Context: an optimization exercise on an open-source flow, tuned for small area. The choices shown serve that exercise and are no tape-out recipe.
In this exercise RTL edits were held to simulation tests only and were not proved equivalent to the original.

==> build 5 <==
## pipeline_top
module pipeline_top (
	input  logic        clk,
	input  logic        rst_n,
	input  logic [31:0] instruction,
	output logic        im_read,
	output logic [9:0]  im_address,
	output logic        dm_read,
	output logic        dm_write,
	output logic [11:0] dm_address,
	output logic [31:0] dm_in,
	input  logic [31:0] dm_out,
	output logic        alu_overflow
);
==> module pipeline_top, before the edit <==
module pipeline_top (
	input  logic        clk,
	input  logic        rst_n,
	input  logic [31:0] instruction,
	output logic        im_read,
	output logic [9:0]  im_address,
	output logic        dm_read,
	output logic        dm_write,
	output logic [11:0] dm_address,
	output logic [31:0] dm_in,
	input  logic [31:0] dm_out,
	output logic        alu_overflow
);
	logic [9:0]  pc;
	logic        fetch_active;
	logic [2:0]  id_cls;        
	logic [25:0] id_ins;        
	logic        ex_wr, ex_load, ex_store, ex_ovf;
	logic [4:0]  ex_dest;
	logic [31:0] ex_w;          
	logic [11:0] ex_a;          
	logic        mem_wr, mem_load, mem_store;
	logic [4:0]  mem_dest;
	logic [31:0] mem_w;
	logic [11:0] mem_a;
	logic [31:0] regs [32];
	logic [31:0] valid;
	logic        c_alu, c_addi, c_lwi, c_swi, c_beq, use_imm;
	logic [4:0]  ra, rt, rb, s2;
	logic [4:0]  sub_op;
	logic [31:0] imm;
	assign c_alu   = id_cls == cpu_pkg::C_ALU;
	assign c_addi  = id_cls == cpu_pkg::C_ADDI;
	assign c_lwi   = id_cls == cpu_pkg::C_LWI;
	assign c_swi   = id_cls == cpu_pkg::C_SWI;
	assign c_beq   = id_cls == cpu_pkg::C_BEQ;
	assign use_imm = c_addi | c_lwi | c_swi;
	assign rt     = id_ins[25:21];
	assign ra     = id_ins[20:16];
	assign rb     = id_ins[15:11];
	assign sub_op = id_ins[4:0];
	assign imm    = {{16{id_ins[15]}}, id_ins[15:0]};
	assign s2     = c_alu ? rb : rt;
	logic [31:0] ra_raw, s2_raw;
	logic [31:0] sel_a, sel_b;
	always_comb begin
		ra_raw = '0;
		s2_raw = '0;
		for (int i = 0; i < 32; i++) begin
			sel_a[i] = valid[i] && ra == 5'(i);
			sel_b[i] = valid[i] && s2 == 5'(i);
			ra_raw = ra_raw | (regs[i] & {32{sel_a[i]}});
			s2_raw = s2_raw | (regs[i] & {32{sel_b[i]}});
		end
	end
	logic [31:0] mem_val, a, b2;
	assign mem_val = mem_load ? dm_out : mem_w;
	assign a  = (ex_wr && ex_dest == ra) ? ex_w : (((mem_wr || mem_load) && mem_dest == ra) ? mem_val : ra_raw);
	assign b2 = (ex_wr && ex_dest == s2) ? ex_w : (((mem_wr || mem_load) && mem_dest == s2) ? mem_val : s2_raw);
	logic stall;
	assign stall = ex_load && (ex_dest == ra || ex_dest == s2);
	logic        is_sub, alu_ok;
	logic [31:0] b, bx, p, g, sum, result;
	assign is_sub = c_alu && sub_op == 5'd1;
	assign alu_ok = c_alu && sub_op <= 5'd4;
	assign b   = use_imm ? imm : b2;
	assign bx  = b ^ {32{is_sub}};
	assign p   = a ^ bx;
	assign g   = a & bx;
	assign sum = a + bx + {31'd0, is_sub};
	always_comb begin
		case (sub_op[2:0])
			3'd2:    result = g;
			3'd3:    result = p | g;
			3'd4:    result = p;
			default: result = sum;
		endcase
		if (!c_alu) result = sum;
	end
	logic ovf;
	assign ovf = (use_imm || (c_alu && sub_op[4:1] == 4'd0)) &&
		(a[31] == bx[31]) && (sum[31] != a[31]);
	logic taken;
	assign taken = c_beq && !stall && (p == 32'd0);
	always_ff @(posedge clk or negedge rst_n) begin
		if (!rst_n) begin
			pc <= '0;
		end else if (!stall) begin
			pc <= taken ? pc + imm[9:0] + 10'h3ff : pc + 10'd1;
		end
	end
	always_ff @(posedge clk or negedge rst_n) begin
		if (!rst_n) fetch_active <= 1'b0;
		else        fetch_active <= 1'b1;
	end
	logic [2:0] if_cls;
	always_comb begin
		case (instruction[31:26])
			6'd0:    if_cls = cpu_pkg::C_ALU;
			6'd8:    if_cls = cpu_pkg::C_ADDI;
			6'd2:    if_cls = cpu_pkg::C_LWI;
			6'd3:    if_cls = cpu_pkg::C_SWI;
			6'd4:    if_cls = cpu_pkg::C_BEQ;
			default: if_cls = cpu_pkg::C_NOP;
		endcase
	end
	always_ff @(posedge clk or negedge rst_n) begin
		if (!rst_n)      id_cls <= cpu_pkg::C_NOP;
		else if (!stall) id_cls <= taken ? cpu_pkg::C_NOP : if_cls;
	end
	always_ff @(posedge clk) begin
		if (!stall) id_ins <= instruction[25:0];
	end
	always_ff @(posedge clk or negedge rst_n) begin
		if (!rst_n) begin
			ex_wr    <= 1'b0;
			ex_load  <= 1'b0;
			ex_store <= 1'b0;
			ex_ovf   <= 1'b0;
		end else begin
			ex_wr    <= !stall && (alu_ok || c_addi);
			ex_load  <= !stall && c_lwi;
			ex_store <= !stall && c_swi;
			ex_ovf   <= !stall && ovf;
		end
	end
	always_ff @(posedge clk) begin
		ex_dest <= rt;
		ex_w    <= c_swi ? b2 : result;
		ex_a    <= sum[11:0];
	end
	always_ff @(posedge clk or negedge rst_n) begin
		if (!rst_n) begin
			mem_wr    <= 1'b0;
			mem_load  <= 1'b0;
			mem_store <= 1'b0;
		end else begin
			mem_wr    <= ex_wr;
			mem_load  <= ex_load;
			mem_store <= ex_store;
		end
	end
	always_ff @(posedge clk) begin
		mem_dest <= ex_dest;
		mem_w    <= ex_w;
		mem_a    <= ex_a;
	end
	always_ff @(posedge clk or negedge rst_n) begin
		if (!rst_n) begin
			valid <= '0;
		end else if (mem_wr || mem_load) begin
			valid[mem_dest] <= 1'b1;
		end
	end
	always_ff @(posedge clk) begin
		if (mem_wr || mem_load) regs[mem_dest] <= mem_val;
	end
	assign im_read      = fetch_active;
	assign im_address   = pc;
	assign dm_read      = mem_load;
	assign dm_write     = mem_store;
	assign dm_address   = mem_a;
	assign dm_in        = mem_w;
	assign alu_overflow = ex_ovf;
endmodule
make LEC_CHECK=0 CAP_MARGIN=20 CORE_MARGIN=2 CORE_UTILIZATION=40 SETUP_SLACK_MARGIN=0.3 SLEW_MARGIN=20 finish   # period 8.0 ns
run.sh (not shown) runs the stock make flow with config.mk's settings and CLKGATE_MAP_FILE= SYNTH_SCRIPT=/design/flow/synth_recipe.tcl, a recipe that flattens the netlist after the stock synthesis.
==> build 73: changes against build 5 <==
--- a/flow/design.v
+++ b/flow/design.v
@@ -7,6 +7,107 @@
 	localparam logic [2:0] C_LWI  = 3'b110;
 	localparam logic [2:0] C_SWI  = 3'b111;
 endpackage
+`default_nettype wire
+`default_nettype none
+module aoi222 (
+	input  logic a1, b1, a2, b2, a3, b3,
+	output logic y
+);
+	assign y = !((a1 && b1) || (a2 && b2) || (a3 && b3));
+endmodule
+module hold_ld (
+	input  logic q, hold, d, load,
+	output logic y
+);
+	assign y = (q && hold) || (d && load);
+endmodule
+module sel34 (
+	input  logic [33:0]      s,
+	input  logic [34*32-1:0] d,
+	output logic [31:0]      q
+);
+	logic [31:0] t [11];
+	for (genvar k = 0; k < 11; k++) begin : g_k
+		for (genvar j = 0; j < 32; j++) begin : g_j
+			aoi222 u (
+				.a1(s[3*k]),     .b1(d[(3*k)*32 + j]),
+				.a2(s[3*k + 1]), .b2(d[(3*k + 1)*32 + j]),
+				.a3(s[3*k + 2]), .b3(d[(3*k + 2)*32 + j]),
+				.y(t[k][j])
+			);
+		end
+	end
+	always_comb begin
+		q = d[33*32 +: 32] & {32{s[33]}};
+		for (int k = 0; k < 11; k++) q = q | ~t[k];
+	end
+endmodule
+`default_nettype wire
+`default_nettype none
+module alu_bit (
+	input  logic a, b2, im,
+	input  logic sub, use_imm,
+	input  logic c,
+	input  logic e_p, e_c, e_g, e_st,
+	output logic p, g, r
+);
+	logic bx;
+	assign bx = use_imm ? im : (b2 ^ sub);
+	assign p  = a ^ bx;
+	assign g  = a & bx;
+	assign r  = (p & e_p) ^ ((c & e_c) | (g & e_g) | (b2 & e_st));
+endmodule
+module ao21 (
+	input  logic a, b, c,
+	output logic y
+);
+	assign y = (a && b) || c;
+endmodule
+module an2 (
+	input  logic a, b,
+	output logic y
+);
+	assign y = a && b;
+endmodule
+module bk32 (
+	input  logic [31:0] p,
+	input  logic [31:0] g,
+	input  logic        ci,
+	output logic [31:0] co
+);
+	logic [31:0] gl [6];
+	logic [31:0] pl [6];
+	logic [31:0] gd [5];
+	assign pl[0] = p;
+	ao21 u_g0 (.a(p[0]), .b(ci), .c(g[0]), .y(gl[0][0]));
+	assign gl[0][31:1] = g[31:1];
+	for (genvar l = 1; l <= 5; l++) begin : g_up
+		for (genvar i = 0; i < 32; i++) begin : g_i
+			if ((i % (1 << l)) == (1 << l) - 1) begin : g_n
+				ao21 ug (.a(pl[l-1][i]), .b(gl[l-1][i - (1 << (l-1))]), .c(gl[l-1][i]), .y(gl[l][i]));
+				if (i != (1 << l) - 1) begin : g_pp
+					an2 up (.a(pl[l-1][i]), .b(pl[l-1][i - (1 << (l-1))]), .y(pl[l][i]));
+				end else begin : g_np
+					assign pl[l][i] = 1'b0;
+				end
+			end else begin : g_p
+				assign gl[l][i] = gl[l-1][i];
+				assign pl[l][i] = pl[l-1][i];
+			end
+		end
+	end
+	assign gd[4] = gl[5];
+	for (genvar l = 3; l >= 0; l--) begin : g_dn
+		for (genvar i = 0; i < 32; i++) begin : g_i
+			if (i >= (3 << l) - 1 && ((i + 1 - (1 << l)) % (2 << l)) == 0 && i != 31) begin : g_n
+				ao21 ug (.a(pl[l][i]), .b(gd[l+1][i - (1 << l)]), .c(gd[l+1][i]), .y(gd[l][i]));
+			end else begin : g_p
+				assign gd[l][i] = gd[l+1][i];
+			end
+		end
+	end
+	assign co = gd[0];
+endmodule
 `default_nettype wire
 `default_nettype none
 module pipeline_top (
@@ -35,7 +136,6 @@
 	logic [31:0] mem_w;
 	logic [11:0] mem_a;
 	logic [31:0] regs [32];
-	logic [31:0] valid;
 	logic        c_alu, c_addi, c_lwi, c_swi, c_beq, use_imm;
 	logic [4:0]  ra, rt, rb, s2;
 	logic [4:0]  sub_op;
@@ -52,53 +152,63 @@
 	assign sub_op = id_ins[4:0];
 	assign imm    = {{16{id_ins[15]}}, id_ins[15:0]};
 	assign s2     = c_alu ? rb : rt;
-	logic [31:0] ra_raw, s2_raw;
+	logic [31:0] mem_val, a, b2;
+	logic        wr_mem, fx_a, fx_b, fm_a, fm_b, fr_a, fr_b;
 	logic [31:0] sel_a, sel_b;
-	always_comb begin
-		ra_raw = '0;
-		s2_raw = '0;
+	assign wr_mem = mem_wr || mem_load;
+	assign fx_a = ex_wr && ex_dest == ra;
+	assign fx_b = ex_wr && ex_dest == s2;
+	assign fm_a = !fx_a && wr_mem && mem_dest == ra;
+	assign fm_b = !fx_b && wr_mem && mem_dest == s2;
+	assign fr_a = !fx_a && !fm_a;
+	assign fr_b = !fx_b && !fm_b;
+	logic [34*32-1:0] rd_d;
+	logic [33:0]      rd_sa, rd_sb;
+	always_comb begin
 		for (int i = 0; i < 32; i++) begin
-			sel_a[i] = valid[i] && ra == 5'(i);
-			sel_b[i] = valid[i] && s2 == 5'(i);
-			ra_raw = ra_raw | (regs[i] & {32{sel_a[i]}});
-			s2_raw = s2_raw | (regs[i] & {32{sel_b[i]}});
-		end
-	end
-	logic [31:0] mem_val, a, b2;
-	assign mem_val = mem_load ? dm_out : mem_w;
-	assign a  = (ex_wr && ex_dest == ra) ? ex_w : (((mem_wr || mem_load) && mem_dest == ra) ? mem_val : ra_raw);
-	assign b2 = (ex_wr && ex_dest == s2) ? ex_w : (((mem_wr || mem_load) && mem_dest == s2) ? mem_val : s2_raw);
+			rd_d[i*32 +: 32] = regs[i];
+			sel_a[i] = fr_a && ra == 5'(i);
+			sel_b[i] = fr_b && s2 == 5'(i);
+		end
+		rd_d[32*32 +: 32] = ex_w;
+		rd_d[33*32 +: 32] = mem_val;
+		rd_sa = {fm_a, fx_a, sel_a};
+		rd_sb = {fm_b, fx_b, sel_b};
+	end
+	sel34 rd_a (.s(rd_sa), .d(rd_d), .q(a));
+	sel34 rd_b (.s(rd_sb), .d(rd_d), .q(b2));
+	assign mem_val = (dm_out & {32{mem_load}}) | (mem_w & {32{!mem_load && rst_n}});
 	logic stall;
 	assign stall = ex_load && (ex_dest == ra || ex_dest == s2);
 	logic        is_sub, alu_ok;
-	logic [31:0] b, bx, p, g, sum, result;
-	assign is_sub = c_alu && sub_op == 5'd1;
+	logic        e_p, e_c, e_g, e_st;
+	logic [31:0] p, g, co, c, result;
+	logic [31:0] imm_x;
+	assign is_sub = c_alu && sub_op[2:0] == 3'd1;
 	assign alu_ok = c_alu && sub_op <= 5'd4;
-	assign b   = use_imm ? imm : b2;
-	assign bx  = b ^ {32{is_sub}};
-	assign p   = a ^ bx;
-	assign g   = a & bx;
-	assign sum = a + bx + {31'd0, is_sub};
-	always_comb begin
-		case (sub_op[2:0])
-			3'd2:    result = g;
-			3'd3:    result = p | g;
-			3'd4:    result = p;
-			default: result = sum;
-		endcase
-		if (!c_alu) result = sum;
-	end
+	assign e_st = c_swi;
+	assign e_c  = !c_swi && !(c_alu && (sub_op[2] || sub_op[1]));
+	assign e_p  = !c_swi && !(c_alu && sub_op[1] && !sub_op[0]);
+	assign e_g  = c_alu && sub_op[1];
+	assign imm_x = imm;
+	for (genvar i = 0; i < 32; i++) begin : g_alu
+		alu_bit u (
+			.a(a[i]), .b2(b2[i]), .im(imm_x[i]), .sub(is_sub), .use_imm(use_imm),
+			.c(c[i]), .e_p(e_p), .e_c(e_c), .e_g(e_g), .e_st(e_st),
+			.p(p[i]), .g(g[i]), .r(result[i])
+		);
+	end
+	bk32 u_carry (.p(p), .g(g), .ci(is_sub), .co(co));
+	assign c = {co[30:0], is_sub};
 	logic ovf;
-	assign ovf = (use_imm || (c_alu && sub_op[4:1] == 4'd0)) &&
-		(a[31] == bx[31]) && (sum[31] != a[31]);
+	assign ovf = (use_imm || (c_alu && sub_op[4:1] == 4'd0)) && !p[31] && (c[31] != a[31]);
+	logic [11:0] addr;
+	assign addr = p[11:0] ^ c[11:0];
 	logic taken;
 	assign taken = c_beq && !stall && (p == 32'd0);
 	always_ff @(posedge clk or negedge rst_n) begin
-		if (!rst_n) begin
-			pc <= '0;
-		end else if (!stall) begin
-			pc <= taken ? pc + imm[9:0] + 10'h3ff : pc + 10'd1;
-		end
+		if (!rst_n) pc <= '0;
+		else        pc <= taken ? pc + imm[9:0] + 10'h3ff : pc + {9'd0, !stall};
 	end
 	always_ff @(posedge clk or negedge rst_n) begin
 		if (!rst_n) fetch_active <= 1'b0;
@@ -137,8 +247,8 @@
 	end
 	always_ff @(posedge clk) begin
 		ex_dest <= rt;
-		ex_w    <= c_swi ? b2 : result;
-		ex_a    <= sum[11:0];
+		ex_w    <= result;
+		ex_a    <= addr;
 	end
 	always_ff @(posedge clk or negedge rst_n) begin
 		if (!rst_n) begin
@@ -156,15 +266,21 @@
 		mem_w    <= ex_w;
 		mem_a    <= ex_a;
 	end
-	always_ff @(posedge clk or negedge rst_n) begin
-		if (!rst_n) begin
-			valid <= '0;
-		end else if (mem_wr || mem_load) begin
-			valid[mem_dest] <= 1'b1;
-		end
-	end
-	always_ff @(posedge clk) begin
-		if (mem_wr || mem_load) regs[mem_dest] <= mem_val;
+	logic [31:0] rf_ld, rf_hold;
+	logic [31:0] regs_d [32];
+	always_comb begin
+		for (int i = 0; i < 32; i++) begin
+			rf_ld[i]   = !rst_n || (wr_mem && mem_dest == 5'(i));
+			rf_hold[i] = rst_n && !(wr_mem && mem_dest == 5'(i));
+		end
+	end
+	for (genvar i = 0; i < 32; i++) begin : g_rf
+		for (genvar j = 0; j < 32; j++) begin : g_b
+			hold_ld u (.q(regs[i][j]), .hold(rf_hold[i]), .d(mem_val[j]), .load(rf_ld[i]), .y(regs_d[i][j]));
+		end
+	end
+	always_ff @(posedge clk) begin
+		for (int i = 0; i < 32; i++) regs[i] <= regs_d[i];
 	end
 	assign im_read      = fetch_active;
 	assign im_address   = pc;
Settings changed: CORE_UTILIZATION 40 to 55, CTS_BUF_LIST from default to sky130_fd_sc_hd__clkbuf_8 sky130_fd_sc_hd__clkbuf_16, CTS_CLUSTER_DIAMETER from default to 100, CTS_CLUSTER_SIZE from default to 20, SYNTH_HIERARCHICAL from default to 1, SYNTH_MINIMUM_KEEP_SIZE from default to 0.
==> results.cfg <==
[power_and_ir_drop]
ir_drop_mv = 0.220
power_frac_seq_pct = 49.4
pg_clk_mw = 6.08
power.share.clock_pct = 41.2

[synthesis]
synthAdderAreaFrac_pct = 2.01
yosys.cell_count.top_type = edfxtp_1
synthFlopType = edfxtp_1
synth_nets = 4445

[layout]
multi_input_comb_cells = 2624
design.seq.count = 1201

[detailed_routing]
wl_met2_mm = 109
wirelength_met1_mm = 95.8

[global_routing]
grtUsageMet3_pct = 17.5
grt_use_met1_pct = 48.9
grt_use_total_pct = 38.8

[cts]
cts_setup_buffers = 0

[critical_path]
path_depth = 26
cp_data_required_time_ns = 8.67
cpPeakStageDelay_ns = 0.76

[status]
status = no timing/DRC/antenna violations
the above is filed under build 5

==> results.cfg <==
[global_routing]
grt_use_total_pct = 47.9
grt_use_met1_pct = 61.9

[critical_path]
cp_data_required_time_ns = 8.52
path_depth = 22

[power_and_ir_drop]
power.share.clock_pct = 22.9
pg_clk_mw = 3.63
power_frac_seq_pct = 54.5

[detailed_routing]
wirelength_met1_mm = 78.6
wl_met2_mm = 86.0

[layout]
multi_input_comb_cells = 2673
design.seq.count = 1169

[status]
status = no timing/DRC/antenna violations

[floorplan]
io_pins = 124

[synthesis]
synth_nets = 4066
the above is filed under build 73

afterwards: timing with drivers on the ports:
No port has a modelled driver above. Below, the same layouts with a new extraction and two added sets of constraints. Step 1, drivers: a clkbuf_16 drives clk and a buf_2 each remaining input, both assumed. Step 2 also shifts input and output timing later by t, the mid clock arrival at the registers, as if the neighbouring blocks saw the same clock. Three values: ideal ports, drivers, drivers and shift; two values: the first two.
| run | t, ns | slack for setup (ns) | worst setup path at the end | pins driven straight from the clock port |
|---|---|---|---|---|
| build 5 | 0.868 | 0.547 / 0.547 / 0.547 | register to register | 1 |
| build 73 | 0.730 | 0.278 / 0.278 / 0.278 | register to register | 1 |
After both steps every run listed still meets setup and hold.
